This is an optimization exercise on Yosys and OpenROAD, whose aim is small area, a short achievable clock period and few clock cycles, not a production implementation. In this exercise RTL edits were held to simulation tests only and were not proved equivalent to the original. No activity file was given, so power comes from the tool's default toggle rates.

## design/flow/flow/run.sh

```bash
#!/bin/bash
# The standard layout (standard.sh: standard synthesis, floorplan, place,
# CTS, route, finish), with the timing-repair steps asked to leave 7 ns of setup
# slack at the design's 11 ns clock, so that they work on the slow paths.
# make's full output goes to flow_standard.log; each ORFS step also keeps its
# own log under orfs/logs/.
set -euo pipefail
bash standard.sh SETUP_SLACK_MARGIN=7 finish > flow_standard.log 2>&1
```

## design/flow/standard.sh

```bash
#!/bin/bash
# synth_recipe.tcl (not shown) runs the flow's synth.tcl, then flattens the netlist and writes it again
# the make line also repeats each setting of config.mk as NAME=value (left out here)
make -C /OpenROAD-flow-scripts/flow DESIGN_CONFIG=/design/flow/config.mk WORK_HOME=/design/flow/orfs CLKGATE_MAP_FILE= SYNTH_SCRIPT=/design/flow/synth_recipe.tcl "${@:-finish}"
```

## design/flow/config.mk

```make
export PLATFORM = sky130hd
export DESIGN_NAME = systolic_matvec
export DESIGN_NICKNAME = systolic_matvec
export VERILOG_FILES = /design/flow/design.v
export SDC_FILE = /design/flow/constraint.sdc
export NUM_CORES = 4
export LEC_CHECK = 0
export CAP_MARGIN = 20
export CORE_MARGIN = 2
export CORE_UTILIZATION = 40
export SLEW_MARGIN = 60
export SYNTH_HIERARCHICAL = 1
```

## design/flow/constraint.sdc

```tcl
create_clock -name core_clock -period 11.0 [get_ports {clk}]
set_input_delay 2.2000 -clock core_clock [delete_from_list [all_inputs] [get_ports {clk}]]
set_output_delay 2.2000 -clock core_clock [all_outputs]
set_load 0.01 [all_outputs]
```

## design/flow/design.v

```verilog
module smv_enc (
   input  logic [2:0] db,
   output logic       one,
   output logic       two,
   output logic       neg
);
   assign one = db[1] ^ db[0];
   assign two = (db[2] & ~db[1] & ~db[0]) | (~db[2] & db[1] & db[0]);
   assign neg = db[2] & ~(db[1] & db[0]);
endmodule
module smv_lane (
   input  logic              clk,
   input  logic              take,      
   input  logic [15:0]       in_d,
   input  logic [15:0]       in_w,
   input  logic              gate_n,    
   output logic [15:0]       d,         
   output logic [39:0]       acc,
   output logic [9-1:0]   cy
);
   logic [15:0]     w;
   logic            gate;
   logic [39:0]     ag;
   logic [9-1:0] cg;
   logic [16:0]     pp [8];
   logic [39:0]     rs, rc;
   logic [39:0]     an;
   logic [9-1:0] cn;
   always_ff @(posedge clk) begin
      d    <= take ? in_d : 16'd0;
      w    <= in_w;
      gate <= gate_n;
   end
   logic [7:0] one_l, two_l, neg_l, one_h, two_h, neg_h;
   for (genvar j = 0; j < 8; j++) begin : g_enc
      logic [2:0] db;
      assign db = {d[2*j+1], d[2*j], (j > 0) ? d[(j > 0) ? 2*j-1 : 0] : 1'b0};
      smv_enc u_lo (.db(db), .one(one_l[j]), .two(two_l[j]), .neg(neg_l[j]));
      smv_enc u_hi (.db(db), .one(one_h[j]), .two(two_h[j]), .neg(neg_h[j]));
   end
   assign ag = acc & {40{~gate}};
   assign cg = cy & {9{~gate}};
   always_comb begin
      for (int j = 0; j < 8; j++) begin
         for (int b = 0; b < 17; b++) begin
            logic wb, wl, r;
            wb = (b < 16) ? w[b] : w[15];
            wl = (b > 0) ? w[b-1] : 1'b0;
            if (b < 9) r = ((one_l[j] & wb) | (two_l[j] & wl)) ^ neg_l[j];
            else       r = ((one_h[j] & wb) | (two_h[j] & wl)) ^ neg_h[j];
            pp[j][b] = (b == 16) ? ~r : r;
         end
      end
   end
   logic t_s0;
   logic t_c0;
   logic t_s1;
   logic t_c1;
   logic t_s2;
   logic t_c2;
   logic t_s3;
   logic t_c3;
   logic t_s4;
   logic t_c4;
   logic t_s5;
   logic t_c5;
   logic t_s6;
   logic t_c6;
   logic t_s7;
   logic t_c7;
   logic t_s8;
   logic t_c8;
   logic t_s9;
   logic t_c9;
   logic t_s10;
   logic t_c10;
   logic t_s11;
   logic t_c11;
   logic t_s12;
   logic t_c12;
   logic t_s13;
   logic t_c13;
   logic t_s14;
   logic t_c14;
   logic t_s15;
   logic t_c15;
   logic t_s16;
   logic t_c16;
   logic t_s17;
   logic t_c17;
   logic t_s18;
   logic t_c18;
   logic t_s19;
   logic t_c19;
   logic t_s20;
   logic t_c20;
   logic t_s21;
   logic t_c21;
   logic t_s22;
   logic t_c22;
   logic t_s23;
   logic t_c23;
   logic t_s24;
   logic t_c24;
   logic t_s25;
   logic t_c25;
   logic t_s26;
   logic t_c26;
   logic t_s27;
   logic t_c27;
   logic t_s28;
   logic t_c28;
   logic t_s29;
   logic t_c29;
   logic t_s30;
   logic t_c30;
   logic t_s31;
   logic t_c31;
   logic t_s32;
   logic t_c32;
   logic t_s33;
   logic t_c33;
   logic t_s34;
   logic t_c34;
   logic t_s35;
   logic t_c35;
   logic t_s36;
   logic t_c36;
   logic t_s37;
   logic t_c37;
   logic t_s38;
   logic t_c38;
   logic t_s39;
   logic t_c39;
   logic t_s40;
   logic t_c40;
   logic t_s41;
   logic t_c41;
   logic t_s42;
   logic t_c42;
   logic t_s43;
   logic t_c43;
   logic t_s44;
   logic t_c44;
   logic t_s45;
   logic t_c45;
   logic t_s46;
   logic t_c46;
   logic t_s47;
   logic t_c47;
   logic t_s48;
   logic t_c48;
   logic t_s49;
   logic t_c49;
   logic t_s50;
   logic t_c50;
   logic t_s51;
   logic t_c51;
   logic t_s52;
   logic t_c52;
   logic t_s53;
   logic t_c53;
   logic t_s54;
   logic t_c54;
   logic t_s55;
   logic t_c55;
   logic t_s56;
   logic t_c56;
   logic t_s57;
   logic t_c57;
   logic t_s58;
   logic t_c58;
   logic t_s59;
   logic t_c59;
   logic t_s60;
   logic t_c60;
   logic t_s61;
   logic t_c61;
   logic t_s62;
   logic t_c62;
   logic t_s63;
   logic t_c63;
   logic t_s64;
   logic t_c64;
   logic t_s65;
   logic t_c65;
   logic t_s66;
   logic t_c66;
   logic t_s67;
   logic t_c67;
   logic t_s68;
   logic t_c68;
   logic t_s69;
   logic t_c69;
   logic t_s70;
   logic t_c70;
   logic t_s71;
   logic t_c71;
   logic t_s72;
   logic t_c72;
   logic t_s73;
   logic t_c73;
   logic t_s74;
   logic t_c74;
   logic t_s75;
   logic t_c75;
   logic t_s76;
   logic t_c76;
   logic t_s77;
   logic t_c77;
   logic t_s78;
   logic t_c78;
   logic t_s79;
   logic t_c79;
   logic t_s80;
   logic t_c80;
   logic t_s81;
   logic t_c81;
   logic t_s82;
   logic t_c82;
   logic t_s83;
   logic t_c83;
   logic t_s84;
   logic t_c84;
   logic t_s85;
   logic t_c85;
   logic t_s86;
   logic t_c86;
   logic t_s87;
   logic t_c87;
   logic t_s88;
   logic t_c88;
   logic t_s89;
   logic t_c89;
   logic t_s90;
   logic t_c90;
   logic t_s91;
   logic t_c91;
   logic t_s92;
   logic t_c92;
   logic t_s93;
   logic t_c93;
   logic t_s94;
   logic t_c94;
   logic t_s95;
   logic t_c95;
   logic t_s96;
   logic t_c96;
   logic t_s97;
   logic t_c97;
   logic t_s98;
   logic t_c98;
   logic t_s99;
   logic t_c99;
   logic t_s100;
   logic t_c100;
   logic t_s101;
   logic t_c101;
   logic t_s102;
   logic t_c102;
   logic t_s103;
   logic t_c103;
   logic t_s104;
   logic t_c104;
   logic t_s105;
   logic t_c105;
   logic t_s106;
   logic t_c106;
   logic t_s107;
   logic t_c107;
   logic t_s108;
   logic t_c108;
   logic t_s109;
   logic t_c109;
   logic t_s110;
   logic t_c110;
   logic t_s111;
   logic t_c111;
   logic t_s112;
   logic t_c112;
   logic t_s113;
   logic t_c113;
   logic t_s114;
   logic t_c114;
   logic t_s115;
   logic t_c115;
   logic t_s116;
   logic t_c116;
   logic t_s117;
   logic t_c117;
   logic t_s118;
   logic t_c118;
   logic t_s119;
   logic t_c119;
   logic t_s120;
   logic t_c120;
   logic t_s121;
   logic t_c121;
   logic t_s122;
   logic t_c122;
   logic t_s123;
   logic t_c123;
   logic t_s124;
   logic t_c124;
   logic t_s125;
   logic t_c125;
   assign t_s0 = ag[8] ^ cg[1];
   assign t_c0 = ag[8] & cg[1];
   assign t_s1 = ag[9] ^ pp[0][9];
   assign t_c1 = ag[9] & pp[0][9];
   assign t_s2 = ag[10] ^ pp[0][10] ^ pp[1][8];
   assign t_c2 = (ag[10] & pp[0][10]) | (ag[10] & pp[1][8]) | (pp[0][10] & pp[1][8]);
   assign t_s3 = ag[11] ^ pp[0][11] ^ pp[1][9];
   assign t_c3 = (ag[11] & pp[0][11]) | (ag[11] & pp[1][9]) | (pp[0][11] & pp[1][9]);
   assign t_s4 = ag[12] ^ cg[2] ^ pp[0][12];
   assign t_c4 = (ag[12] & cg[2]) | (ag[12] & pp[0][12]) | (cg[2] & pp[0][12]);
   assign t_s5 = pp[1][10] ^ pp[2][8] ^ pp[3][6];
   assign t_c5 = (pp[1][10] & pp[2][8]) | (pp[1][10] & pp[3][6]) | (pp[2][8] & pp[3][6]);
   assign t_s6 = ag[13] ^ pp[0][13] ^ pp[1][11];
   assign t_c6 = (ag[13] & pp[0][13]) | (ag[13] & pp[1][11]) | (pp[0][13] & pp[1][11]);
   assign t_s7 = pp[2][9] ^ pp[3][7] ^ pp[4][5];
   assign t_c7 = (pp[2][9] & pp[3][7]) | (pp[2][9] & pp[4][5]) | (pp[3][7] & pp[4][5]);
   assign t_s8 = ag[14] ^ pp[0][14] ^ pp[1][12];
   assign t_c8 = (ag[14] & pp[0][14]) | (ag[14] & pp[1][12]) | (pp[0][14] & pp[1][12]);
   assign t_s9 = pp[2][10] ^ pp[3][8] ^ pp[4][6];
   assign t_c9 = (pp[2][10] & pp[3][8]) | (pp[2][10] & pp[4][6]) | (pp[3][8] & pp[4][6]);
   assign t_s10 = pp[5][4] ^ pp[6][2];
   assign t_c10 = pp[5][4] & pp[6][2];
   assign t_s11 = ag[15] ^ pp[0][15] ^ pp[1][13];
   assign t_c11 = (ag[15] & pp[0][15]) | (ag[15] & pp[1][13]) | (pp[0][15] & pp[1][13]);
   assign t_s12 = pp[2][11] ^ pp[3][9] ^ pp[4][7];
   assign t_c12 = (pp[2][11] & pp[3][9]) | (pp[2][11] & pp[4][7]) | (pp[3][9] & pp[4][7]);
   assign t_s13 = pp[5][5] ^ pp[6][3] ^ pp[7][1];
   assign t_c13 = (pp[5][5] & pp[6][3]) | (pp[5][5] & pp[7][1]) | (pp[6][3] & pp[7][1]);
   assign t_s14 = ag[16] ^ pp[0][16] ^ pp[1][14];
   assign t_c14 = (ag[16] & pp[0][16]) | (ag[16] & pp[1][14]) | (pp[0][16] & pp[1][14]);
   assign t_s15 = pp[2][12] ^ pp[3][10] ^ pp[4][8];
   assign t_c15 = (pp[2][12] & pp[3][10]) | (pp[2][12] & pp[4][8]) | (pp[3][10] & pp[4][8]);
   assign t_s16 = pp[5][6] ^ pp[6][4] ^ pp[7][2];
   assign t_c16 = (pp[5][6] & pp[6][4]) | (pp[5][6] & pp[7][2]) | (pp[6][4] & pp[7][2]);
   assign t_s17 = ag[17] ^ cg[3] ^ pp[1][15];
   assign t_c17 = (ag[17] & cg[3]) | (ag[17] & pp[1][15]) | (cg[3] & pp[1][15]);
   assign t_s18 = pp[2][13] ^ pp[3][11] ^ pp[4][9];
   assign t_c18 = (pp[2][13] & pp[3][11]) | (pp[2][13] & pp[4][9]) | (pp[3][11] & pp[4][9]);
   assign t_s19 = pp[5][7] ^ pp[6][5] ^ pp[7][3];
   assign t_c19 = (pp[5][7] & pp[6][5]) | (pp[5][7] & pp[7][3]) | (pp[6][5] & pp[7][3]);
   assign t_s20 = ag[18] ^ pp[1][16] ^ pp[2][14];
   assign t_c20 = (ag[18] & pp[1][16]) | (ag[18] & pp[2][14]) | (pp[1][16] & pp[2][14]);
   assign t_s21 = pp[3][12] ^ pp[4][10] ^ pp[5][8];
   assign t_c21 = (pp[3][12] & pp[4][10]) | (pp[3][12] & pp[5][8]) | (pp[4][10] & pp[5][8]);
   assign t_s22 = pp[6][6] ^ pp[7][4];
   assign t_c22 = pp[6][6] & pp[7][4];
   assign t_s23 = ag[19] ^ pp[2][15] ^ pp[3][13];
   assign t_c23 = (ag[19] & pp[2][15]) | (ag[19] & pp[3][13]) | (pp[2][15] & pp[3][13]);
   assign t_s24 = pp[4][11] ^ pp[5][9] ^ pp[6][7];
   assign t_c24 = (pp[4][11] & pp[5][9]) | (pp[4][11] & pp[6][7]) | (pp[5][9] & pp[6][7]);
   assign t_s25 = ag[20] ^ pp[2][16] ^ pp[3][14];
   assign t_c25 = (ag[20] & pp[2][16]) | (ag[20] & pp[3][14]) | (pp[2][16] & pp[3][14]);
   assign t_s26 = pp[4][12] ^ pp[5][10];
   assign t_c26 = pp[4][12] & pp[5][10];
   assign t_s27 = ag[21] ^ cg[4] ^ pp[3][15];
   assign t_c27 = (ag[21] & cg[4]) | (ag[21] & pp[3][15]) | (cg[4] & pp[3][15]);
   assign t_s28 = pp[4][13] ^ pp[5][11];
   assign t_c28 = pp[4][13] & pp[5][11];
   assign t_s29 = ag[22] ^ pp[3][16] ^ pp[4][14];
   assign t_c29 = (ag[22] & pp[3][16]) | (ag[22] & pp[4][14]) | (pp[3][16] & pp[4][14]);
   assign t_s30 = ag[4] ^ cg[0];
   assign t_c30 = ag[4] & cg[0];
   assign t_s31 = ag[5] ^ pp[0][5];
   assign t_c31 = ag[5] & pp[0][5];
   assign t_s32 = ag[6] ^ pp[0][6] ^ pp[1][4];
   assign t_c32 = (ag[6] & pp[0][6]) | (ag[6] & pp[1][4]) | (pp[0][6] & pp[1][4]);
   assign t_s33 = ag[7] ^ pp[0][7] ^ pp[1][5];
   assign t_c33 = (ag[7] & pp[0][7]) | (ag[7] & pp[1][5]) | (pp[0][7] & pp[1][5]);
   assign t_s34 = t_s0 ^ pp[0][8] ^ pp[1][6];
   assign t_c34 = (t_s0 & pp[0][8]) | (t_s0 & pp[1][6]) | (pp[0][8] & pp[1][6]);
   assign t_s35 = pp[2][4] ^ pp[3][2];
   assign t_c35 = pp[2][4] & pp[3][2];
   assign t_s36 = t_c0 ^ pp[1][7] ^ pp[2][5];
   assign t_c36 = (t_c0 & pp[1][7]) | (t_c0 & pp[2][5]) | (pp[1][7] & pp[2][5]);
   assign t_s37 = pp[3][3] ^ pp[4][1] ^ t_s1;
   assign t_c37 = (pp[3][3] & pp[4][1]) | (pp[3][3] & t_s1) | (pp[4][1] & t_s1);
   assign t_s38 = pp[2][6] ^ pp[3][4] ^ pp[4][2];
   assign t_c38 = (pp[2][6] & pp[3][4]) | (pp[2][6] & pp[4][2]) | (pp[3][4] & pp[4][2]);
   assign t_s39 = pp[5][0] ^ t_c1 ^ t_s2;
   assign t_c39 = (pp[5][0] & t_c1) | (pp[5][0] & t_s2) | (t_c1 & t_s2);
   assign t_s40 = pp[2][7] ^ pp[3][5] ^ pp[4][3];
   assign t_c40 = (pp[2][7] & pp[3][5]) | (pp[2][7] & pp[4][3]) | (pp[3][5] & pp[4][3]);
   assign t_s41 = pp[5][1] ^ t_c2 ^ t_s3;
   assign t_c41 = (pp[5][1] & t_c2) | (pp[5][1] & t_s3) | (t_c2 & t_s3);
   assign t_s42 = pp[4][4] ^ pp[5][2] ^ pp[6][0];
   assign t_c42 = (pp[4][4] & pp[5][2]) | (pp[4][4] & pp[6][0]) | (pp[5][2] & pp[6][0]);
   assign t_s43 = t_c3 ^ t_s4 ^ t_s5;
   assign t_c43 = (t_c3 & t_s4) | (t_c3 & t_s5) | (t_s4 & t_s5);
   assign t_s44 = pp[5][3] ^ pp[6][1] ^ t_c4;
   assign t_c44 = (pp[5][3] & pp[6][1]) | (pp[5][3] & t_c4) | (pp[6][1] & t_c4);
   assign t_s45 = t_c5 ^ t_s6 ^ t_s7;
   assign t_c45 = (t_c5 & t_s6) | (t_c5 & t_s7) | (t_s6 & t_s7);
   assign t_s46 = pp[7][0] ^ t_s10 ^ t_c6;
   assign t_c46 = (pp[7][0] & t_s10) | (pp[7][0] & t_c6) | (t_s10 & t_c6);
   assign t_s47 = t_c7 ^ t_s8 ^ t_s9;
   assign t_c47 = (t_c7 & t_s8) | (t_c7 & t_s9) | (t_s8 & t_s9);
   assign t_s48 = t_c10 ^ t_c8 ^ t_c9;
   assign t_c48 = (t_c10 & t_c8) | (t_c10 & t_c9) | (t_c8 & t_c9);
   assign t_s49 = t_s11 ^ t_s12 ^ t_s13;
   assign t_c49 = (t_s11 & t_s12) | (t_s11 & t_s13) | (t_s12 & t_s13);
   assign t_s50 = t_c11 ^ t_c12 ^ t_c13;
   assign t_c50 = (t_c11 & t_c12) | (t_c11 & t_c13) | (t_c12 & t_c13);
   assign t_s51 = t_s14 ^ t_s15 ^ t_s16;
   assign t_c51 = (t_s14 & t_s15) | (t_s14 & t_s16) | (t_s15 & t_s16);
   assign t_s52 = t_c14 ^ t_c15 ^ t_c16;
   assign t_c52 = (t_c14 & t_c15) | (t_c14 & t_c16) | (t_c15 & t_c16);
   assign t_s53 = t_s17 ^ t_s18 ^ t_s19;
   assign t_c53 = (t_s17 & t_s18) | (t_s17 & t_s19) | (t_s18 & t_s19);
   assign t_s54 = t_s22 ^ t_c17 ^ t_c18;
   assign t_c54 = (t_s22 & t_c17) | (t_s22 & t_c18) | (t_c17 & t_c18);
   assign t_s55 = t_c19 ^ t_s20 ^ t_s21;
   assign t_c55 = (t_c19 & t_s20) | (t_c19 & t_s21) | (t_s20 & t_s21);
   assign t_s56 = pp[7][5] ^ t_c22 ^ t_c20;
   assign t_c56 = (pp[7][5] & t_c22) | (pp[7][5] & t_c20) | (t_c22 & t_c20);
   assign t_s57 = t_c21 ^ t_s23 ^ t_s24;
   assign t_c57 = (t_c21 & t_s23) | (t_c21 & t_s24) | (t_s23 & t_s24);
   assign t_s58 = pp[6][8] ^ pp[7][6] ^ t_s26;
   assign t_c58 = (pp[6][8] & pp[7][6]) | (pp[6][8] & t_s26) | (pp[7][6] & t_s26);
   assign t_s59 = t_c23 ^ t_c24 ^ t_s25;
   assign t_c59 = (t_c23 & t_c24) | (t_c23 & t_s25) | (t_c24 & t_s25);
   assign t_s60 = pp[6][9] ^ pp[7][7] ^ t_c26;
   assign t_c60 = (pp[6][9] & pp[7][7]) | (pp[6][9] & t_c26) | (pp[7][7] & t_c26);
   assign t_s61 = t_s28 ^ t_c25 ^ t_s27;
   assign t_c61 = (t_s28 & t_c25) | (t_s28 & t_s27) | (t_c25 & t_s27);
   assign t_s62 = pp[5][12] ^ pp[6][10] ^ pp[7][8];
   assign t_c62 = (pp[5][12] & pp[6][10]) | (pp[5][12] & pp[7][8]) | (pp[6][10] & pp[7][8]);
   assign t_s63 = t_c28 ^ t_c27 ^ t_s29;
   assign t_c63 = (t_c28 & t_c27) | (t_c28 & t_s29) | (t_c27 & t_s29);
   assign t_s64 = ag[23] ^ pp[4][15] ^ pp[5][13];
   assign t_c64 = (ag[23] & pp[4][15]) | (ag[23] & pp[5][13]) | (pp[4][15] & pp[5][13]);
   assign t_s65 = pp[6][11] ^ pp[7][9] ^ t_c29;
   assign t_c65 = (pp[6][11] & pp[7][9]) | (pp[6][11] & t_c29) | (pp[7][9] & t_c29);
   assign t_s66 = ag[24] ^ pp[4][16] ^ pp[5][14];
   assign t_c66 = (ag[24] & pp[4][16]) | (ag[24] & pp[5][14]) | (pp[4][16] & pp[5][14]);
   assign t_s67 = pp[6][12] ^ pp[7][10];
   assign t_c67 = pp[6][12] & pp[7][10];
   assign t_s68 = ag[25] ^ cg[5] ^ pp[5][15];
   assign t_c68 = (ag[25] & cg[5]) | (ag[25] & pp[5][15]) | (cg[5] & pp[5][15]);
   assign t_s69 = pp[6][13] ^ pp[7][11];
   assign t_c69 = pp[6][13] & pp[7][11];
   assign t_s70 = ag[26] ^ pp[5][16] ^ pp[6][14];
   assign t_c70 = (ag[26] & pp[5][16]) | (ag[26] & pp[6][14]) | (pp[5][16] & pp[6][14]);
   assign t_s71 = t_s30 ^ pp[0][4];
   assign t_c71 = t_s30 & pp[0][4];
   assign t_s72 = t_c30 ^ pp[1][3] ^ pp[2][1];
   assign t_c72 = (t_c30 & pp[1][3]) | (t_c30 & pp[2][1]) | (pp[1][3] & pp[2][1]);
   assign t_s73 = pp[2][2] ^ pp[3][0] ^ t_c31;
   assign t_c73 = (pp[2][2] & pp[3][0]) | (pp[2][2] & t_c31) | (pp[3][0] & t_c31);
   assign t_s74 = pp[2][3] ^ pp[3][1] ^ t_c32;
   assign t_c74 = (pp[2][3] & pp[3][1]) | (pp[2][3] & t_c32) | (pp[3][1] & t_c32);
   assign t_s75 = pp[4][0] ^ t_s35 ^ t_c33;
   assign t_c75 = (pp[4][0] & t_s35) | (pp[4][0] & t_c33) | (t_s35 & t_c33);
   assign t_s76 = t_c35 ^ t_c34 ^ t_s36;
   assign t_c76 = (t_c35 & t_c34) | (t_c35 & t_s36) | (t_c34 & t_s36);
   assign t_s77 = t_c36 ^ t_s38 ^ t_c37;
   assign t_c77 = (t_c36 & t_s38) | (t_c36 & t_c37) | (t_s38 & t_c37);
   assign t_s78 = t_c38 ^ t_s40 ^ t_c39;
   assign t_c78 = (t_c38 & t_s40) | (t_c38 & t_c39) | (t_s40 & t_c39);
   assign t_s79 = t_c40 ^ t_s42 ^ t_c41;
   assign t_c79 = (t_c40 & t_s42) | (t_c40 & t_c41) | (t_s42 & t_c41);
   assign t_s80 = t_c42 ^ t_s44 ^ t_c43;
   assign t_c80 = (t_c42 & t_s44) | (t_c42 & t_c43) | (t_s44 & t_c43);
   assign t_s81 = t_c44 ^ t_s46 ^ t_c45;
   assign t_c81 = (t_c44 & t_s46) | (t_c44 & t_c45) | (t_s46 & t_c45);
   assign t_s82 = t_c46 ^ t_s48 ^ t_c47;
   assign t_c82 = (t_c46 & t_s48) | (t_c46 & t_c47) | (t_s48 & t_c47);
   assign t_s83 = t_c48 ^ t_s50 ^ t_c49;
   assign t_c83 = (t_c48 & t_s50) | (t_c48 & t_c49) | (t_s50 & t_c49);
   assign t_s84 = t_c50 ^ t_s52 ^ t_c51;
   assign t_c84 = (t_c50 & t_s52) | (t_c50 & t_c51) | (t_s52 & t_c51);
   assign t_s85 = t_c52 ^ t_s54 ^ t_c53;
   assign t_c85 = (t_c52 & t_s54) | (t_c52 & t_c53) | (t_s54 & t_c53);
   assign t_s86 = t_c54 ^ t_s56 ^ t_c55;
   assign t_c86 = (t_c54 & t_s56) | (t_c54 & t_c55) | (t_s56 & t_c55);
   assign t_s87 = t_s58 ^ t_c56 ^ t_c57;
   assign t_c87 = (t_s58 & t_c56) | (t_s58 & t_c57) | (t_c56 & t_c57);
   assign t_s88 = t_s60 ^ t_c58 ^ t_c59;
   assign t_c88 = (t_s60 & t_c58) | (t_s60 & t_c59) | (t_c58 & t_c59);
   assign t_s89 = t_s62 ^ t_c60 ^ t_c61;
   assign t_c89 = (t_s62 & t_c60) | (t_s62 & t_c61) | (t_c60 & t_c61);
   assign t_s90 = t_c62 ^ t_s64 ^ t_s65;
   assign t_c90 = (t_c62 & t_s64) | (t_c62 & t_s65) | (t_s64 & t_s65);
   assign t_s91 = t_s67 ^ t_c64 ^ t_s66;
   assign t_c91 = (t_s67 & t_c64) | (t_s67 & t_s66) | (t_c64 & t_s66);
   assign t_s92 = t_c67 ^ t_s69 ^ t_c66;
   assign t_c92 = (t_c67 & t_s69) | (t_c67 & t_c66) | (t_s69 & t_c66);
   assign t_s93 = pp[7][12] ^ t_c69 ^ t_c68;
   assign t_c93 = (pp[7][12] & t_c69) | (pp[7][12] & t_c68) | (t_c69 & t_c68);
   assign t_s94 = ag[27] ^ pp[6][15] ^ pp[7][13];
   assign t_c94 = (ag[27] & pp[6][15]) | (ag[27] & pp[7][13]) | (pp[6][15] & pp[7][13]);
   assign t_s95 = ag[28] ^ pp[6][16];
   assign t_c95 = ag[28] & pp[6][16];
   assign t_s96 = ag[29] ^ cg[6];
   assign t_c96 = ag[29] & cg[6];
   assign t_s97 = ag[2] ^ pp[0][2];
   assign t_c97 = ag[2] & pp[0][2];
   assign t_s98 = ag[3] ^ pp[0][3] ^ pp[1][1];
   assign t_c98 = (ag[3] & pp[0][3]) | (ag[3] & pp[1][1]) | (pp[0][3] & pp[1][1]);
   assign t_s99 = pp[1][2] ^ pp[2][0] ^ t_s71;
   assign t_c99 = (pp[1][2] & pp[2][0]) | (pp[1][2] & t_s71) | (pp[2][0] & t_s71);
   assign t_s100 = t_c71 ^ t_s31 ^ t_s72;
   assign t_c100 = (t_c71 & t_s31) | (t_c71 & t_s72) | (t_s31 & t_s72);
   assign t_s101 = t_c72 ^ t_s32 ^ t_s73;
   assign t_c101 = (t_c72 & t_s32) | (t_c72 & t_s73) | (t_s32 & t_s73);
   assign t_s102 = t_s33 ^ t_c73 ^ t_s74;
   assign t_c102 = (t_s33 & t_c73) | (t_s33 & t_s74) | (t_c73 & t_s74);
   assign t_s103 = t_s34 ^ t_c74 ^ t_s75;
   assign t_c103 = (t_s34 & t_c74) | (t_s34 & t_s75) | (t_c74 & t_s75);
   assign t_s104 = t_s37 ^ t_c75 ^ t_s76;
   assign t_c104 = (t_s37 & t_c75) | (t_s37 & t_s76) | (t_c75 & t_s76);
   assign t_s105 = t_c76 ^ t_s39 ^ t_s77;
   assign t_c105 = (t_c76 & t_s39) | (t_c76 & t_s77) | (t_s39 & t_s77);
   assign t_s106 = t_s41 ^ t_c77 ^ t_s78;
   assign t_c106 = (t_s41 & t_c77) | (t_s41 & t_s78) | (t_c77 & t_s78);
   assign t_s107 = t_s43 ^ t_c78 ^ t_s79;
   assign t_c107 = (t_s43 & t_c78) | (t_s43 & t_s79) | (t_c78 & t_s79);
   assign t_s108 = t_s45 ^ t_c79 ^ t_s80;
   assign t_c108 = (t_s45 & t_c79) | (t_s45 & t_s80) | (t_c79 & t_s80);
   assign t_s109 = t_s47 ^ t_c80 ^ t_s81;
   assign t_c109 = (t_s47 & t_c80) | (t_s47 & t_s81) | (t_c80 & t_s81);
   assign t_s110 = t_s49 ^ t_c81 ^ t_s82;
   assign t_c110 = (t_s49 & t_c81) | (t_s49 & t_s82) | (t_c81 & t_s82);
   assign t_s111 = t_s51 ^ t_c82 ^ t_s83;
   assign t_c111 = (t_s51 & t_c82) | (t_s51 & t_s83) | (t_c82 & t_s83);
   assign t_s112 = t_s53 ^ t_c83 ^ t_s84;
   assign t_c112 = (t_s53 & t_c83) | (t_s53 & t_s84) | (t_c83 & t_s84);
   assign t_s113 = t_s55 ^ t_c84 ^ t_s85;
   assign t_c113 = (t_s55 & t_c84) | (t_s55 & t_s85) | (t_c84 & t_s85);
   assign t_s114 = t_s57 ^ t_c85 ^ t_s86;
   assign t_c114 = (t_s57 & t_c85) | (t_s57 & t_s86) | (t_c85 & t_s86);
   assign t_s115 = t_s59 ^ t_c86 ^ t_s87;
   assign t_c115 = (t_s59 & t_c86) | (t_s59 & t_s87) | (t_c86 & t_s87);
   assign t_s116 = t_s61 ^ t_c87 ^ t_s88;
   assign t_c116 = (t_s61 & t_c87) | (t_s61 & t_s88) | (t_c87 & t_s88);
   assign t_s117 = t_s63 ^ t_c88 ^ t_s89;
   assign t_c117 = (t_s63 & t_c88) | (t_s63 & t_s89) | (t_c88 & t_s89);
   assign t_s118 = t_c63 ^ t_c89 ^ t_s90;
   assign t_c118 = (t_c63 & t_c89) | (t_c63 & t_s90) | (t_c89 & t_s90);
   assign t_s119 = t_c65 ^ t_s91 ^ t_c90;
   assign t_c119 = (t_c65 & t_s91) | (t_c65 & t_c90) | (t_s91 & t_c90);
   assign t_s120 = t_s68 ^ t_s92 ^ t_c91;
   assign t_c120 = (t_s68 & t_s92) | (t_s68 & t_c91) | (t_s92 & t_c91);
   assign t_s121 = t_s70 ^ t_c92 ^ t_s93;
   assign t_c121 = (t_s70 & t_c92) | (t_s70 & t_s93) | (t_c92 & t_s93);
   assign t_s122 = t_c70 ^ t_s94 ^ t_c93;
   assign t_c122 = (t_c70 & t_s94) | (t_c70 & t_c93) | (t_s94 & t_c93);
   assign t_s123 = pp[7][14] ^ t_s95 ^ t_c94;
   assign t_c123 = (pp[7][14] & t_s95) | (pp[7][14] & t_c94) | (t_s95 & t_c94);
   assign t_s124 = t_s96 ^ pp[7][15] ^ t_c95;
   assign t_c124 = (t_s96 & pp[7][15]) | (t_s96 & t_c95) | (pp[7][15] & t_c95);
   assign t_s125 = ag[30] ^ t_c96 ^ pp[7][16];
   assign t_c125 = (ag[30] & t_c96) | (ag[30] & pp[7][16]) | (t_c96 & pp[7][16]);
   assign rs[0] = ag[0];
   assign rc[0] = pp[0][0];
   assign rs[1] = ag[1];
   assign rc[1] = pp[0][1];
   assign rs[2] = pp[1][0];
   assign rc[2] = t_s97;
   assign rs[3] = t_c97;
   assign rc[3] = t_s98;
   assign rs[4] = t_c98;
   assign rc[4] = t_s99;
   assign rs[5] = t_c99;
   assign rc[5] = t_s100;
   assign rs[6] = t_c100;
   assign rc[6] = t_s101;
   assign rs[7] = t_c101;
   assign rc[7] = t_s102;
   assign rs[8] = t_c102;
   assign rc[8] = t_s103;
   assign rs[9] = t_c103;
   assign rc[9] = t_s104;
   assign rs[10] = t_c104;
   assign rc[10] = t_s105;
   assign rs[11] = t_c105;
   assign rc[11] = t_s106;
   assign rs[12] = t_c106;
   assign rc[12] = t_s107;
   assign rs[13] = t_c107;
   assign rc[13] = t_s108;
   assign rs[14] = t_c108;
   assign rc[14] = t_s109;
   assign rs[15] = t_c109;
   assign rc[15] = t_s110;
   assign rs[16] = t_c110;
   assign rc[16] = t_s111;
   assign rs[17] = t_c111;
   assign rc[17] = t_s112;
   assign rs[18] = t_c112;
   assign rc[18] = t_s113;
   assign rs[19] = t_c113;
   assign rc[19] = t_s114;
   assign rs[20] = t_c114;
   assign rc[20] = t_s115;
   assign rs[21] = t_c115;
   assign rc[21] = t_s116;
   assign rs[22] = t_c116;
   assign rc[22] = t_s117;
   assign rs[23] = t_c117;
   assign rc[23] = t_s118;
   assign rs[24] = t_c118;
   assign rc[24] = t_s119;
   assign rs[25] = t_s120;
   assign rc[25] = t_c119;
   assign rs[26] = t_c120;
   assign rc[26] = t_s121;
   assign rs[27] = t_c121;
   assign rc[27] = t_s122;
   assign rs[28] = t_s123;
   assign rc[28] = t_c122;
   assign rs[29] = t_s124;
   assign rc[29] = t_c123;
   assign rs[30] = t_s125;
   assign rc[30] = t_c124;
   assign rs[31] = ag[31];
   assign rc[31] = t_c125;
   assign rs[32] = ag[32];
   assign rc[32] = 1'b0;
   assign rs[33] = ag[33];
   assign rc[33] = cg[7];
   assign rs[34] = ag[34];
   assign rc[34] = 1'b0;
   assign rs[35] = ag[35];
   assign rc[35] = 1'b0;
   assign rs[36] = ag[36];
   assign rc[36] = 1'b0;
   assign rs[37] = ag[37];
   assign rc[37] = cg[8];
   assign rs[38] = ag[38];
   assign rc[38] = 1'b0;
   assign rs[39] = ag[39];
   assign rc[39] = 1'b0;
   assign {cn[0], an[3:0]} = {1'b0, rs[3:0]} + {1'b0, rc[3:0]};
   assign {cn[1], an[7:4]} = {1'b0, rs[7:4]} + {1'b0, rc[7:4]};
   assign {cn[2], an[11:8]} = {1'b0, rs[11:8]} + {1'b0, rc[11:8]};
   assign {cn[3], an[16:12]} = {1'b0, rs[16:12]} + {1'b0, rc[16:12]};
   assign {cn[4], an[20:17]} = {1'b0, rs[20:17]} + {1'b0, rc[20:17]};
   assign {cn[5], an[24:21]} = {1'b0, rs[24:21]} + {1'b0, rc[24:21]};
   assign {cn[6], an[28:25]} = {1'b0, rs[28:25]} + {1'b0, rc[28:25]};
   assign {cn[7], an[32:29]} = {1'b0, rs[32:29]} + {1'b0, rc[32:29]};
   assign {cn[8], an[36:33]} = {1'b0, rs[36:33]} + {1'b0, rc[36:33]};
   assign an[39:37] = rs[39:37] + rc[39:37];
   always_ff @(posedge clk) begin
      acc <= an;
      cy  <= cn;
   end
endmodule
module systolic_matvec (
   input  logic         clk,
   input  logic         reset,
   input  logic         in_valid,
   output logic         in_ready,
   input  logic [15:0]  in_data,
   input  logic [127:0] in_weight,
   input  logic         in_last,
   output logic         out_valid,
   input  logic         out_ready,
   output logic [39:0]  out_data,
   output logic [2:0]   out_index,
   output logic         out_last,
   output logic         busy
);
   localparam int NC = 9;
   logic        ir;         
   logic        v1;         
   logic        l1;         
   logic        open_q;     
   logic        done_q;     
   logic        fresh_q;    
   logic        gate_q;     
   logic        bval;       
   logic [2:0]  k;          
   logic [7:0]  ksel;       
   logic        sv;         
   logic        ov;         
   logic        busy_q;
   logic        accept, xfer, take_o, fill_s;
   logic        l1_n, open_n, done_n, fresh_n, bval_n, sv_n, ov_n, gate_n;
   assign accept = in_valid & ir & reset;
   assign xfer   = done_q & ~bval;
   assign take_o = sv & (~ov | out_ready);
   assign fill_s = bval & (~sv | take_o);
   always_comb begin
      l1_n    = accept & in_last;
      open_n  = accept ? ~in_last : open_q;
      done_n  = l1 ? 1'b1 : (xfer ? 1'b0 : done_q);
      fresh_n = v1 ? 1'b0 : (fresh_q | xfer);
      bval_n  = xfer ? 1'b1 : ((fill_s && k == 3'd7) ? 1'b0 : bval);
      sv_n    = fill_s ? 1'b1 : (take_o ? 1'b0 : sv);
      ov_n    = take_o ? 1'b1 : (out_ready ? 1'b0 : ov);
      gate_n  = ~reset | fresh_n | (done_n & ~bval_n);
   end
   logic [15:0]   d0;
   logic [39:0]   acc [8];
   logic [NC-1:0] cy  [8];
   for (genvar i = 0; i < 8; i++) begin : g_lane
      logic [15:0] d_l;
      smv_lane u_lane (
         .clk   (clk),
         .take  (accept),
         .in_d  (in_data),
         .in_w  (in_weight[i*16 +: 16]),
         .gate_n(gate_n),
         .d     (d_l),
         .acc   (acc[i]),
         .cy    (cy[i])
      );
      if (i == 0) begin : g_d0
         assign d0 = d_l;
      end
   end
   localparam logic [39:0] KCONST = 40'hffaaab0000;
   logic [39:0] c_acc;
   logic [39:0] kn;
   always_comb begin
      kn = KCONST;
      for (int j = 0; j < 8; j++)
         kn[2*j] = d0[2*j+1] & ~(d0[2*j] & ((j > 0) ? d0[2*j-1] : 1'b0));
   end
   always_ff @(posedge clk) begin
      c_acc <= (gate_q ? 40'd0 : c_acc) + kn;
   end
   logic [39:0]   b_acc [8];
   logic [NC-1:0] b_cy  [8];
   logic [39:0]   b_c;
   always_ff @(posedge clk) begin
      if (xfer) begin
         for (int i = 0; i < 8; i++) begin
            b_acc[i] <= acc[i];
            b_cy[i]  <= cy[i];
         end
         b_c <= c_acc;
      end
   end
   logic [39:0]   sa;
   logic [NC-1:0] sc;
   logic [2:0]    si;
   logic          sl;
   logic [39:0]   od;
   logic [2:0]    oi;
   logic          ol;
   logic [39:0]   cv;
   logic [39:0]   m_acc;
   logic [NC-1:0] m_cy;
   always_comb begin
      m_acc = '0;
      m_cy  = '0;
      for (int i = 0; i < 8; i++) begin
         m_acc = m_acc | (b_acc[i] & {40{ksel[i]}});
         m_cy  = m_cy  | (b_cy[i]  & {NC{ksel[i]}});
      end
   end
   always_ff @(posedge clk) begin
      if (fill_s) begin
         sa <= m_acc + b_c;
         sc <= m_cy;
         si <= k;
         sl <= (k == 3'd7);
      end
   end
   always_comb begin
      cv = '0;
      cv[4] = sc[0];
      cv[8] = sc[1];
      cv[12] = sc[2];
      cv[17] = sc[3];
      cv[21] = sc[4];
      cv[25] = sc[5];
      cv[29] = sc[6];
      cv[33] = sc[7];
      cv[37] = sc[8];
   end
   always_ff @(posedge clk) begin
      if (take_o) begin
         od <= sa + cv;
         oi <= si;
         ol <= sl;
      end
   end
   always_ff @(posedge clk) begin
      if (!reset) begin
         ir      <= 1'b1;
         v1      <= 1'b0;
         l1      <= 1'b0;
         open_q  <= 1'b0;
         done_q  <= 1'b0;
         fresh_q <= 1'b1;
         gate_q  <= 1'b1;
         bval    <= 1'b0;
         k       <= 3'd0;
         ksel    <= 8'd1;
         sv      <= 1'b0;
         ov      <= 1'b0;
         busy_q  <= 1'b0;
      end else begin
         v1      <= accept;
         l1      <= l1_n;
         open_q  <= open_n;
         done_q  <= done_n;
         fresh_q <= fresh_n;
         gate_q  <= gate_n;
         bval    <= bval_n;
         if (xfer) begin
            k    <= 3'd0;
            ksel <= 8'd1;
         end else if (fill_s) begin
            k    <= k + 3'd1;
            ksel <= {ksel[6:0], ksel[7]};
         end
         sv      <= sv_n;
         ov      <= ov_n;
         ir      <= ~((done_n & (l1_n | bval_n)) | (l1_n & bval_n));
         busy_q  <= open_n | l1_n | done_n | bval_n | sv_n | ov_n;
      end
   end
   assign in_ready  = ir;
   assign out_valid = ov;
   assign out_data  = od;
   assign out_index = oi;
   assign out_last  = ol;
   assign busy      = busy_q;
endmodule
```

==> results of run 1 <==
## synthesized netlist by cell type, types with 16 or more instances
cell | number | area, um^2
o22ai_2 | 128 | 1600
inv_1 | 1168 | 4380
buf_6 | 224 | 2520
a22oi_2 | 344 | 4300
nor2b_1 | 495 | 3100
nand4_1 | 63 | 394
dfxtp_1 | 718 | 14400
xor2_1 | 526 | 4610
o211ai_1 | 18 | 135
and2_1 | 135 | 845
fa_1 | 953 | 19100
xnor2_1 | 817 | 7160
o21ai_1 | 30 | 150
a21o_1 | 101 | 758
o21ai_0 | 122 | 611
nor2_1 | 108 | 405
nand2b_1 | 269 | 1680
clkbuf_2 | 160 | 801
a22oi_1 | 814 | 6110
ha_1 | 598 | 7480
edfxtp_1 | 529 | 15900
nand2_1 | 305 | 1140
nand3_1 | 35 | 175
buf_4 | 16 | 120
a21oi_1 | 136 | 681
buf_2 | 192 | 961
clkbuf_1 | 152 | 571
## state kept, by name, indices dropped and copies added (netlist names), 3 cells and up
| signal | count |
|---|---|
| si | 3 |
| b_cy | 72 |
| oi | 3 |
| k | 3 |
| g_lane.u_lane.d | 128 |
| g_lane.u_lane.w | 128 |
| b_c | 40 |
| b_acc | 320 |
| sc | 9 |
| ksel | 8 |
| g_lane.u_lane.acc | 320 |
| od | 40 |
| g_lane.u_lane.gate | 8 |
| g_lane.u_lane.cy | 72 |
| sa | 40 |
| c_acc | 40 |
## modules after synthesis (local to each module, per instance)
module / times used / flip-flops and latches
smv_lane: 8 / 82
systolic_matvec: 1 / 591
smv_enc: 128 / 0
## worst register-to-register path, delay by kind of cell (launching register included)
kind                     cells  cell delay (ns)
AO/OA/AOI/OAI                4             0.61
XOR/XNOR                     2             0.35
adder cells (fa/ha/maj)      6             2.36
buffers and inverters        4             0.43
flip-flops                   1             0.35
## final cells by class
type / count / area share [%]
clock buffers: 199 / 3.49
flip-flops and latches: 1247 / 25.6
clock inverters: 81 / 0.969
repair buffers: 851 / 6.77
inverters: 1168 / 3.65
well taps: 3348 / 3.48
multi-input cells: 6217 / 55.9
diodes: 57 / 0.119
## per-stage QoR
stage	total power, W	worst slack [ns]	hold WS (ns)
after detailed placement	0.0173	6.06	0.405
after floorplan	0.0144	3.58	0.398
after global placement	0.0170	6.01	0.404
after global routing	0.0262	6.71	0.427
final	0.0243	6.82	0.400
after CTS	0.0234	6.88	0.407
## timing repair
action	in CTS	in global routing
buffers inserted	309	282
resized for setup	696	692
cloned	0	3
setup endpoints to repair	151	144
pin swaps	217	431
## power groups by stage
stage	Clock, W	Sequential, W	Combinational (W)
finish	0.00537	0.00697	0.0119
global route	0.00565	0.00700	0.0136
CTS	0.00547	0.00697	0.0109
detailed placement	0	0.00705	0.0103
global placement	0	0.00706	0.00995
floorplan	0	0.00618	0.00822
## kinds of logic after synthesis
kind of cell	count (synthesis)	share of synthesized area (%)
buffers and inverters	1922	9.26
AND/OR/NAND/NOR	1466	8.00
XOR/XNOR	1343	11.6
other	8	0.0296
AO/OA/AOI/OAI	1806	15.1
adder cells (fa/ha/maj)	1551	26.2
flip-flops	1247	29.8
multiplexers	3	0.0308
## routing by layer
| metal | up-vias | part of all wire [%] | global-route usage (%) |
|---|---|---|---|
| met1 | 35588 | 42 | 32.2 |
| met2 | 2829 | 45 | 36.6 |
| met4 | 8 | 4.2 | 9.11 |
| li1 | 31620 | - | - |
| met3 | 594 | 8.1 | 4.90 |
| met5 | - | 0.018 | 0 |
## worst max-delay path by stage
stage | end | slack [ns]
finish | g_lane[2].u_lane.acc[16]$_DFF_P_ | 6.82
global route | g_lane[2].u_lane.acc[16]$_DFF_P_ | 6.71
CTS | g_lane[7].u_lane.cy[4]$_DFF_P_ | 6.88
detailed placement | g_lane[6].u_lane.gate$_DFF_P_ | 6.06
global placement | g_lane[3].u_lane.gate$_DFF_P_ | 6.01
floorplan | k[1]$_SDFFE_PP0P_ | 3.58
==> flow_summary_export.csv, run 1 <==
group,metric,value,unit
worst_setup_path,critPathLaunchType,"flop",
timing,min_period,4.18,ns
clock_network,cts_num_sinks,1247,
clock_network,clk_latency,0.84,ns
clock_network,clk_pin_slew,0.06,ns
drt,ant_nets,0,
clock_network,clockBufferDepth,3,
clock_network,cts_root_buf,"clkbuf_16",
finish,fillCellCount,22491,
worst_setup_path,cp_top_family,"adder cells",
min_path,holdCritStartpoint,"g_lane[6].u_lane.acc[30]$_DFF_P_",
worst_setup_path,crit_arrival,4.93,ns
grt,grt_max_degree,76,
synth,synth.distinct_cells,83,
finish,design_area,0.120,mm^2
drt,drc,0,
place,dpl.cell_count,12231,
finish,multi_input_area,0.0673,mm^2
timing,rsz0062_at_grt,"yes",
power_and_ir_drop,power_per_cell_area,202,mW/mm^2
synth,synth_edf_count,529,
finish,drive_above_1_share,26.0,%
grt,antenna_found_initial,44,
floorplanning,ios,196,
floorplanning,die_height,508,um
synth,syn_avg_cell_area,10.9,um^2
timing,finalSetupViolations,0,
power_and_ir_drop,peakVddDrop,0.151,mV
clock_network,cts_tree,"done",
timing,slew_violations,0,
grt,grt_pass1_vias,70758,
drt,via_per_inst,5.36,
worst_setup_path,worst-path-stages,16,
drt,routed_wirelength,312000,um
min_path,hp-class,"reg -> reg",
drt,drt_iter0_drc,6544,
worst_setup_path,cp.required,11.75,ns
timing,fmax,239,MHz
timing,fin_skew,0.0523,ns
synth,ys.warnings.count,15,
drt,routed-via-count,70639,
worst_setup_path,cpMaxStageDelayCell,"fa_1",
power_and_ir_drop,p_seq_share,28.7,%
timing,finalCritPeriodShare,38.0,%
power_and_ir_drop,pwr-share-clk,22.1,%
finish,final_common_cell,"inv_1",
place,port_buffers,195,
min_path,holdPathStages,0,
floorplanning,start_util,40.3,%
synth,yosysSeqAreaShare,29.8,%
grt,grt_usage,23.6,%
timing,fin_tns_setup,0,ns
power_and_ir_drop,comb_power_share,49.2,%
finish,seq_area,0.0308,mm^2
floorplanning,core_area,0.252,mm^2
clock_network,cts_max_level,4,
floorplanning,num_rows,184,
synth,async_flop_share,0,%
status,outcome,"timing/DRC/antenna clean",
place,placed_cell_area,0.104,mm^2
grt,grt_pass1_wl,458000,um
worst_setup_path,max_stage_delay,0.54,ns
timing,relSlewSlack,58.4,%
synth,syn_inst,9346,
worst_setup_path,crit_fanout,4,
clock_network,cts_hold_buffers,0,
place,hpwl,230000,um
timing,worstMarginPinSlew,0.619,ns
power_and_ir_drop,internal_power,0.0148,W
worst_setup_path,reg2reg_to,"g_lane[2].u_lane.acc[16]$_DFF_P_",
worst_setup_path,cp-startpoint,"g_lane[2].u_lane.d[1]$_SDFF_PN0_",
floorplanning,die_width,508,um
worst_setup_path,crit_chain,"buf_6 > buf_6 > o22ai_4 > buf_6 > a22oi_2 > xor2_2 > fa_1 > fa_2 > inv_2 > fa_1 > fa_1 > ha_2 > fa_2 > a21o_1 > a21oi_2 > xnor2_1",
timing,finalHoldViolations,0,
drt,wl_per_cell,23.7,um
clock_network,cts_buffers,150,
power_and_ir_drop,leakage,47.6,nW
worst_setup_path,worst_setup_path_end_kind,"flop",
finish,final_core_util,47.8,%
finish,nets,11335,
min_path,hold_end,"b_acc[6][30]$_DFFE_PP_",
drt,dr.pass1.iters,6,
run,max-cap-violations,0,
worst_setup_path,r2r_start,"g_lane[2].u_lane.d[1]$_SDFF_PN0_",
grt,gr-total-overflow,0,
finish,area_growth,18.5,%
worst_setup_path,path_buf_inv,4,
worst_setup_path,critical_path_class,"reg -> reg",
synth,synth_seq_cells,1247,
power_and_ir_drop,switchingPower,0.00947,W
floorplanning,dieArea,0.258,mm^2
place,gp_congestion,0.972,
worst_setup_path,regToRegSetupSlack,6.82,ns
power_and_ir_drop,p_sw_share,39.0,%
synth,syn_area,0.101,mm^2
finish,final_cell_mix,"inv_1, fa_1, xnor2_1",
synth,postSynth.topFlopCell,"dfxtp_1",
finish,finalNonFillerCells,13168,
worst_setup_path,ff2ff_path_depth,16,
Testbench counts, summed over its fixed seeds: cycles 7,191.
==> run 2: changes to the inputs <==
--- a/design/flow/design.v
+++ b/design/flow/design.v
@@ -1,18 +1,9 @@
-module smv_enc (
-   input  logic [2:0] db,
-   output logic       one,
-   output logic       two,
-   output logic       neg
-);
-   assign one = db[1] ^ db[0];
-   assign two = (db[2] & ~db[1] & ~db[0]) | (~db[2] & db[1] & db[0]);
-   assign neg = db[2] & ~(db[1] & db[0]);
-endmodule
 module smv_lane (
    input  logic              clk,
-   input  logic              take,      
-   input  logic [15:0]       in_d,
+   input  logic [7:0]        one_n,     
+   input  logic [7:0]        two_n,     
+   input  logic [7:0]        neg_n,
    input  logic [15:0]       in_w,
    input  logic              gate_n,    
-   output logic [15:0]       d,         
+   output logic [7:0]        neg,       
    output logic [39:0]       acc,
@@ -22,2 +13,3 @@
    logic            gate;
+   logic [7:0]      one, two;
    logic [39:0]     ag;
@@ -29,3 +21,5 @@
    always_ff @(posedge clk) begin
-      d    <= take ? in_d : 16'd0;
+      one  <= one_n;
+      two  <= two_n;
+      neg  <= neg_n;
       w    <= in_w;
@@ -33,9 +27,2 @@
    end
-   logic [7:0] one_l, two_l, neg_l, one_h, two_h, neg_h;
-   for (genvar j = 0; j < 8; j++) begin : g_enc
-      logic [2:0] db;
-      assign db = {d[2*j+1], d[2*j], (j > 0) ? d[(j > 0) ? 2*j-1 : 0] : 1'b0};
-      smv_enc u_lo (.db(db), .one(one_l[j]), .two(two_l[j]), .neg(neg_l[j]));
-      smv_enc u_hi (.db(db), .one(one_h[j]), .two(two_h[j]), .neg(neg_h[j]));
-   end
    assign ag = acc & {40{~gate}};
@@ -48,4 +35,3 @@
             wl = (b > 0) ? w[b-1] : 1'b0;
-            if (b < 9) r = ((one_l[j] & wb) | (two_l[j] & wl)) ^ neg_l[j];
-            else       r = ((one_h[j] & wb) | (two_h[j] & wl)) ^ neg_h[j];
+            r  = ((one[j] & wb) | (two[j] & wl)) ^ neg[j];
             pp[j][b] = (b == 16) ? ~r : r;
@@ -698,3 +684,15 @@
    end
-   logic [15:0]   d0;
+   logic [7:0] one_e, two_e, neg_e;
+   always_comb begin
+      for (int j = 0; j < 8; j++) begin
+         logic bh, bm, bl;
+         bh = in_data[2*j+1];
+         bm = in_data[2*j];
+         bl = (j > 0) ? in_data[2*j-1] : 1'b0;
+         one_e[j] = accept & (bm ^ bl);
+         two_e[j] = accept & ((bh & ~bm & ~bl) | (~bh & bm & bl));
+         neg_e[j] = accept & bh & ~(bm & bl);
+      end
+   end
+   logic [7:0]    neg0;
    logic [39:0]   acc [8];
@@ -702,10 +700,11 @@
    for (genvar i = 0; i < 8; i++) begin : g_lane
-      logic [15:0] d_l;
+      logic [7:0] neg_l;
       smv_lane u_lane (
          .clk   (clk),
-         .take  (accept),
-         .in_d  (in_data),
+         .one_n (one_e),
+         .two_n (two_e),
+         .neg_n (neg_e),
          .in_w  (in_weight[i*16 +: 16]),
          .gate_n(gate_n),
-         .d     (d_l),
+         .neg   (neg_l),
          .acc   (acc[i]),
@@ -713,4 +712,4 @@
       );
-      if (i == 0) begin : g_d0
-         assign d0 = d_l;
+      if (i == 0) begin : g_neg0
+         assign neg0 = neg_l;
       end
@@ -723,3 +722,3 @@
       for (int j = 0; j < 8; j++)
-         kn[2*j] = d0[2*j+1] & ~(d0[2*j] & ((j > 0) ? d0[2*j-1] : 1'b0));
+         kn[2*j] = neg0[j];
    end
==> run 2 against run 1 <==
Net effect: power shrank 22%; still clean on timing, DRC and antenna; combinational power down 43%; setup slack better by 0.22 ns; critical path type unchanged; largest cell class unchanged.
==> flow_summary_export.csv, run 2 <==
group,metric,value,unit
timing,fin_tns_setup,0,ns
worst_setup_path,worst_setup_path_end_kind,"flop",
timing,finalCritPeriodShare,36.0,%
grt,grt_usage,23.4,%
floorplanning,die_height,497,um
worst_setup_path,regToRegSetupSlack,7.04,ns
synth,synth.distinct_cells,72,
timing,finalSetupViolations,0,
drt,via_per_inst,5.46,
finish,area_growth,11.3,%
worst_setup_path,cp.required,11.57,ns
drt,wl_per_cell,24.8,um
synth,yosysTopAreaCell,"fa_1",
power_and_ir_drop,peakVddDrop,0.178,mV
power_and_ir_drop,leakage,42.9,nW
finish,finalNonFillerCells,11922,
min_path,hp-class,"reg -> reg",
worst_setup_path,critical_path_class,"reg -> reg",
drt,dr.pass1.iters,5,
drt,ant_nets,0,
synth,ys.warnings.count,15,
synth,syn_area,0.0973,mm^2
synth,synth_edf_count,529,
clock_network,cts_root_buf,"clkbuf_16",
place,gp_congestion,0.993,
finish,final_common_cell,"inv_1",
synth,synth_top_area_share,19.6,%
place,hpwl,216000,um
timing,fmax,252,MHz
timing,slew_violations,0,
grt,grt_pass1_vias,66560,
worst_setup_path,crit_end,"sa[38]$_DFFE_PP_",
floorplanning,core_area,0.243,mm^2
floorplanning,num_rows,181,
timing,worstMarginPinSlew,0.616,ns
synth,synth_area_leaders,"fa_1, edfxtp_1, dfxtp_1",
synth,synth_common_cells,"inv_1, fa_1, xnor2_1",
worst_setup_path,reg2reg_to,"sa[38]$_DFFE_PP_",
finish,design_area,0.108,mm^2
timing,finalHoldViolations,0,
power_and_ir_drop,power_per_cell_area,176,mW/mm^2
drt,drc,0,
timing,rsz0062_at_grt,"yes",
min_path,holdCritStartpoint,"c_acc[0]$_DFF_P_",
power_and_ir_drop,total_power,0.0190,W
worst_setup_path,ff2ff_path_depth,13,
run,max-cap-violations,0,
finish,nets,10142,
worst_setup_path,critPathLaunchType,"flop",
grt,antenna_found_initial,43,
synth,postSynth.topFlopCell,"dfxtp_1",
synth,yosysSeqAreaShare,32.4,%
synth,syn_inst,8500,
timing,relSlewSlack,58.9,%
place,port_buffers,195,
worst_setup_path,crit_arrival,4.53,ns
clock_network,clk_pin_slew,0.06,ns
grt,gr-total-overflow,0,
finish,drive_above_1_share,15.9,%
worst_setup_path,crit_fanout,32,
timing,fin_skew,0.0552,ns
clock_network,clockBufferDepth,3,
clock_network,cts_num_sinks,1311,
place,dpl.cell_count,11378,
synth,synth_seq_cells,1311,
grt,grt_pass1_wl,435000,um
finish,final_cell_mix,"inv_1, fa_1, xnor2_1",
synth,async_flop_share,0,%
floorplanning,dieArea,0.247,mm^2
finish,largestRegisters,"b_acc x320, g_lane.u_lane.acc x320, g_lane.u_lane.w x128",
clock_network,cts_max_level,4,
floorplanning,die_width,497,um
synth,syn_avg_cell_area,11.5,um^2
clock_network,clk_latency,0.84,ns
status,outcome,"timing/DRC/antenna clean",
finish,fillCellCount,22174,
worst_setup_path,r2r_start,"ksel[5]$_SDFFE_PP0P_",
grt,grt_max_degree,70,
drt,drt_iter0_drc,6744,
worst_setup_path,cp-startpoint,"ksel[5]$_SDFFE_PP0P_",
synth,synth_most_common_cell,"inv_1",
drt,routed_wirelength,296000,um
clock_network,cts_hold_buffers,0,
timing,min_period,3.96,ns
place,placed_cell_area,0.0995,mm^2
drt,routed-via-count,65086,
floorplanning,ios,196,
clock_network,cts_tree,"done",
floorplanning,start_util,40.1,%
clock_network,cts_buffers,152,
-- run 2: cell types whose count changed after synthesis, sizes merged, moves of 20 or more --
cell,delta
a21oi,+21
and2,-119
buf,+143
clkbuf,-208
nand2,-136
dfxtp,+64
xor2,+27
a21o,+31
o22ai,-127
nand2b,-114
nor2b,-158
ha,-121
xnor2,-20
inv,-127
-- run 2: how the worst min path moves through the flow --
stage / endpoint / slack (ns) / cells after the start
finish: b_c[0]$_DFFE_PP_ / 0.41 / 0
detailed placement: b_acc[4][1]$_DFFE_PP_ / 0.40 / 0
CTS: b_acc[6][28]$_DFFE_PP_ / 0.41 / 0
global placement: b_acc[3][37]$_DFFE_PP_ / 0.41 / 0
global route: b_acc[6][7]$_DFFE_PP_ / 0.43 / 0
floorplan: od[0]$_DFFE_PP_ / 0.40 / 0
-- run 2: kinds of logic (layout without fill, tap and decap cells) --
kind of cell	Yosys count	count (layout)	share of synthesized area, %
xor+xnor	1350	1350	12.1
flops	1311	1311	32.4
buf+inv	1731	1924	9.83
simple gates	963	963	5.46
mux	4	4	0.0411
other cells	0	27	0
compound gates	1711	1711	14.4
fa+ha+maj	1430	1430	25.7
-- run 2: worst max-delay path, cell delays in order (launching register included) --
cell and delay, ns:
dfxtp_2 0.32, buf_4 0.24, buf_4 0.32, a22oi_1 0.39
nand4_1 0.38, ha_1 0.53, a21oi_1 0.17, o21ai_1 0.08
a221o_1 0.34, a21o_1 0.20, o2bb2ai_1 0.14, a311o_1 0.34
a21oi_2 0.15, xnor2_1 0.07
-- run 2: where the power goes --
part,internal [W],switching (W),leakage [nW]
Sequential,0.00593,0.00102,11.4
Clock,0.00301,0.00227,2.54
Combinational,0.00321,0.00358,28.9
Total,0.0122,0.00687,42.9
-- run 2: metal layers --
layer,track usage (%),up-vias,routed length (um),share of wire (%)
li1,-,28483,-,-
met5,0,-,207,0.070
met2,36.6,2901,134000,45
met4,11.9,30,16100,5.4
met1,31.1,33040,122000,41
met3,4.03,632,23100,7.8
-- run 2: per-module statistics from Yosys, one instance, submodules excluded --
| module | cells inside | cell area, um^2 | flip-flops and latches | times used |
|---|---|---|---|---|
| smv_lane | 848 | 9100 | 90 | 8 |
| systolic_matvec | 1716 | 24500 | 591 | 1 |
-- run 2: final cells by class --
type	count	area (um^2)	share of cell area [%]
clock inverter	83	943	0.871
antenna	27	67.6	0.0624
multi-input combinational	5458	56700	52.3
sequential	1311	32400	29.9
timing repair buffer	598	6010	5.55
clock buffer	201	4280	3.96
tap	3202	4010	3.70
inverter	1042	3910	3.61
-- run 2: through the flow --
step | worst slack (ns) | hold WS (ns) | util [%]
2_1_floorplan | 3.51 | 0.400 | -
3_3_place_gp | 5.72 | 0.406 | 40.7
3_5_place_dp | 6.26 | 0.405 | 41.0
4_1_cts | 6.96 | 0.412 | 43.4
5_1_grt | 6.86 | 0.427 | 44.6
6_report | 7.04 | 0.408 | 44.6
-- run 2: timing repair --
action                     4_1_cts  5_1_grt
cloned                           3       10
setup endpoints to repair       53       79
pin swaps                        4       24
setup buffers                    5      211
resized for setup              141      281
Testbench counts of run 2, summed over its fixed seeds: cycles 7,191.
==> run 3: changes to the inputs <==
==> design/flow/run.sh (new file) <==
#!/bin/bash
# synth_recipe.tcl (not shown) runs the flow's synth.tcl, then flattens the netlist and writes it again
# the make line also repeats each setting of config.mk as NAME=value (left out here)
make -C /OpenROAD-flow-scripts/flow DESIGN_CONFIG=/design/flow/config.mk WORK_HOME=/design/flow/orfs CLKGATE_MAP_FILE= SYNTH_SCRIPT=/design/flow/synth_recipe.tcl finish
removed: design/flow/flow/run.sh
removed: design/flow/standard.sh
==> run 3 against run 2 <==
Net effect: synthesized cell count stayed put; area after synthesis unchanged; routed wire length decreased by 0.13%; via count fell by 1.8%; clock power up 1%; utilization shrank 1.4 points; clock-buffer cell count fell by 12; setup slack worse by 0.42 ns; fmax decreased by 9.6%; combinational power shrank 3%; final area decreased by 3.2%; largest cell class unchanged; largest power group unchanged.
==> flow_summary_export.csv, run 3 <==
group,metric,value,unit
clock_network,post_cts_buffers,0,
drt,routed_wirelength,295000,um
run,max-cap-violations,0,
place,placed_cell_area,0.0994,mm^2
timing,finalHoldViolations,0,
status,outcome,"timing/DRC/antenna clean",
timing,fin_tns_setup,0,ns
synth,synth_top_area_share,19.6,%
worst_setup_path,critPathLaunchType,"flop",
finish,area_growth,7.65,%
clock_network,cts_hold_buffers,0,
grt,grt_pass1_vias,66300,
clock_network,clk_latency,0.84,ns
worst_setup_path,crit_arrival,4.96,ns
timing,worstMarginPinSlew,0.659,ns
worst_setup_path,crit_fanout,30,
finish,final_common_cell,"inv_1",
floorplanning,dieArea,0.247,mm^2
finish,final_core_util,43.2,%
synth,yosysTopAreaCell,"fa_1",
floorplanning,ios,196,
drt,drt_iter0_drc,6617,
synth,syn_area,0.0973,mm^2
clock_network,cts_root_buf,"clkbuf_16",
clock_network,cts_resized,0,
clock_network,cts_tree,"done",
drt,drc,0,
grt,grt_pass1_wl,444000,um
timing,relSlewSlack,56.1,%
synth,synth_common_cells,"inv_1, fa_1, xnor2_1",
synth,synth_most_common_cell,"inv_1",
place,gp_congestion,1.04,
finish,largestRegisters,"b_acc x320, g_lane.u_lane.acc x320, g_lane.u_lane.w x128",
synth,syn_inst,8500,
drt,dr.pass1.iters,6,
finish,fillCellCount,22421,
synth,synth_seq_cells,1311,
timing,fmax,228,MHz
floorplanning,core_area,0.243,mm^2
finish,drive_above_1_share,12.4,%
grt,grt_max_degree,70,
grt,grt_usage,23.9,%
power_and_ir_drop,total_power,0.0190,W
clock_network,clk_pin_slew,0.06,ns
synth,synth_area_leaders,"fa_1, edfxtp_1, dfxtp_1",
floorplanning,num_rows,181,
timing,whs,0.417,ns
drt,wl_per_cell,25.3,um
power_and_ir_drop,power_per_cell_area,181,mW/mm^2
synth,yosysSeqAreaShare,32.4,%
power_and_ir_drop,leakage,41.3,nW
min_path,hp-class,"reg -> reg",
clock_network,clockBufferDepth,3,
drt,routed-via-count,63937,
drt,via_per_inst,5.48,
clock_network,cts_max_level,4,
worst_setup_path,critical_path_class,"reg -> reg",
finish,nets,9887,
synth,synth.distinct_cells,72,
timing,rsz0062_at_grt,"no",
floorplanning,start_util,40.1,%
timing,min_period,4.38,ns
worst_setup_path,worst_setup_path_end_kind,"flop",
timing,finalCritPeriodShare,39.9,%
floorplanning,die_width,497,um
finish,final_cell_mix,"inv_1, fa_1, xnor2_1",
synth,async_flop_share,0,%
floorplanning,die_height,497,um
place,hpwl,223000,um
clock_network,cts_num_sinks,1311,
power_and_ir_drop,peakVddDrop,0.165,mV
grt,gr-total-overflow,0,
grt,antenna_found_initial,28,
timing,slew_violations,0,
timing,finalSetupViolations,0,
synth,ys.warnings.count,15,
synth,syn_avg_cell_area,11.5,um^2
clock_network,cts_buffers,151,
worst_setup_path,cp.required,11.57,ns
finish,design_area,0.105,mm^2
drt,ant_nets,0,
place,port_buffers,195,
synth,synth_edf_count,529,
synth,postSynth.topFlopCell,"dfxtp_1",
timing,fin_skew,0.0381,ns
[run 3: Yosys stat by module (local to each module, per instance)]
module           copies in the design  flip-flops and latches  cells inside  cell area, um^2
smv_lane                            8                      90           848             9100
systolic_matvec                     1                     591          1716            24500
[run 3: area by class of cell]
type / instances / area [um^2] / share of cell area [%]
multi-input combinational: 5458 / 56400 / 53.8
antenna: 23 / 57.6 / 0.0549
sequential: 1311 / 31900 / 30.4
clock inverter: 93 / 1150 / 1.10
tap: 3202 / 4010 / 3.82
timing repair buffer: 344 / 3260 / 3.11
inverter: 1042 / 3910 / 3.73
clock buffer: 189 / 4120 / 3.93
[run 3: cell families (layout without fill, tap and decap cells)]
| family | Yosys count | in the layout | share of synthesized area [%] |
|---|---|---|---|
| AND/OR/NAND/NOR | 963 | 963 | 5.46 |
| AO/OA/AOI/OAI | 1711 | 1711 | 14.4 |
| other | 0 | 23 | 0 |
| buffers and inverters | 1731 | 1668 | 9.83 |
| adder cells (fa/ha/maj) | 1430 | 1430 | 25.7 |
| multiplexers | 4 | 4 | 0.0411 |
| XOR/XNOR | 1350 | 1350 | 12.1 |
| flip-flops | 1311 | 1311 | 32.4 |
[run 3: power by group]
part	leakage (nW)	switching, W	total [W]	internal, W
Combinational	27.3	0.00350	0.00661	0.00310
Clock	2.54	0.00226	0.00535	0.00308
Sequential	11.4	0.00104	0.00700	0.00596
[run 3: path summary, 6_finish.rpt]
kind         slack, ns                    end  depth (start not counted)                             from
max reg2reg       6.62       sa[36]$_DFFE_PP_                         14             ksel[2]$_SDFFE_PP0P_
min               0.42  b_acc[0][8]$_DFFE_PP_                          0  g_lane[0].u_lane.acc[8]$_DFF_P_
max               6.62       sa[36]$_DFFE_PP_                         14             ksel[2]$_SDFFE_PP0P_
min reg2reg       0.42  b_acc[0][8]$_DFFE_PP_                          0  g_lane[0].u_lane.acc[8]$_DFF_P_
[run 3: metrics by stage]
stage / setup slack [ns] / std cells
floorplan: 3.30 / 8500
global placement: 5.94 / 11341
detailed placement: 6.46 / 11354
CTS: 6.74 / 11636
global route: 6.48 / 11650
finish: 6.62 / 11662
[run 3: critical path: stages (launching register included)]
cell and delay [ns]:
dfxtp_2 0.67, buf_4 0.51, a22oi_1 0.13, nand4_1 0.29
ha_1 0.26, inv_1 0.07, fa_1 0.43, nor2b_1 0.20
o2111ai_1 0.15, a21oi_1 0.41, o2111ai_1 0.24, a21oi_1 0.30
o21ai_1 0.18, o21ai_1 0.18, xor2_1 0.08
[run 3: metal layers]
| layer | routed length, um | part of all wire (%) | vias up | global-route usage [%] |
|---|---|---|---|---|
| met3 | 24600 | 8.3 | 550 | 4.40 |
| met4 | 14600 | 4.9 | 16 | 11.1 |
| met1 | 122000 | 41 | 32594 | 32.2 |
| li1 | - | - | 27930 | - |
| met2 | 134000 | 45 | 2847 | 37.2 |
| met5 | 115 | 0.039 | - | 0 |

-- what the ideal ports hide --
Ports are ideal in the flow. The routed layouts listed here were re-timed in OpenROAD. Step 1 sets driving cells, clkbuf_16 on the clock port and buf_2 on the other inputs (assumed; they add their load-dependent delay and slew). Step 2, shift: input delay + t, output delay - t, t = (earliest + latest rising clock arrival at the registers) / 2. This alone moves slack from input paths to output paths. Slacks: no drivers / after step 1 / after step 2; pairs: no drivers / after step 1.
run | t (ns) | setup WS [ns] | worst register clock-pin slew, ns | worst data-port slew with drivers (ns)
run 1 | 0.910 | 6.821 / 6.821 / 6.308 | 0.07 / 0.07 | 0.08
run 2 | 0.910 | 7.037 / 6.982 / 6.296 | 0.07 / 0.07 | 0.16
run 3 | 0.921 | 6.615 / 6.615 / 6.394 | 0.07 / 0.07 | 0.19
After both steps every run listed still meets setup and hold. The setup slack of run 2, which loses most, moves by -0.055 ns with the drivers and by -0.741 ns with both steps.
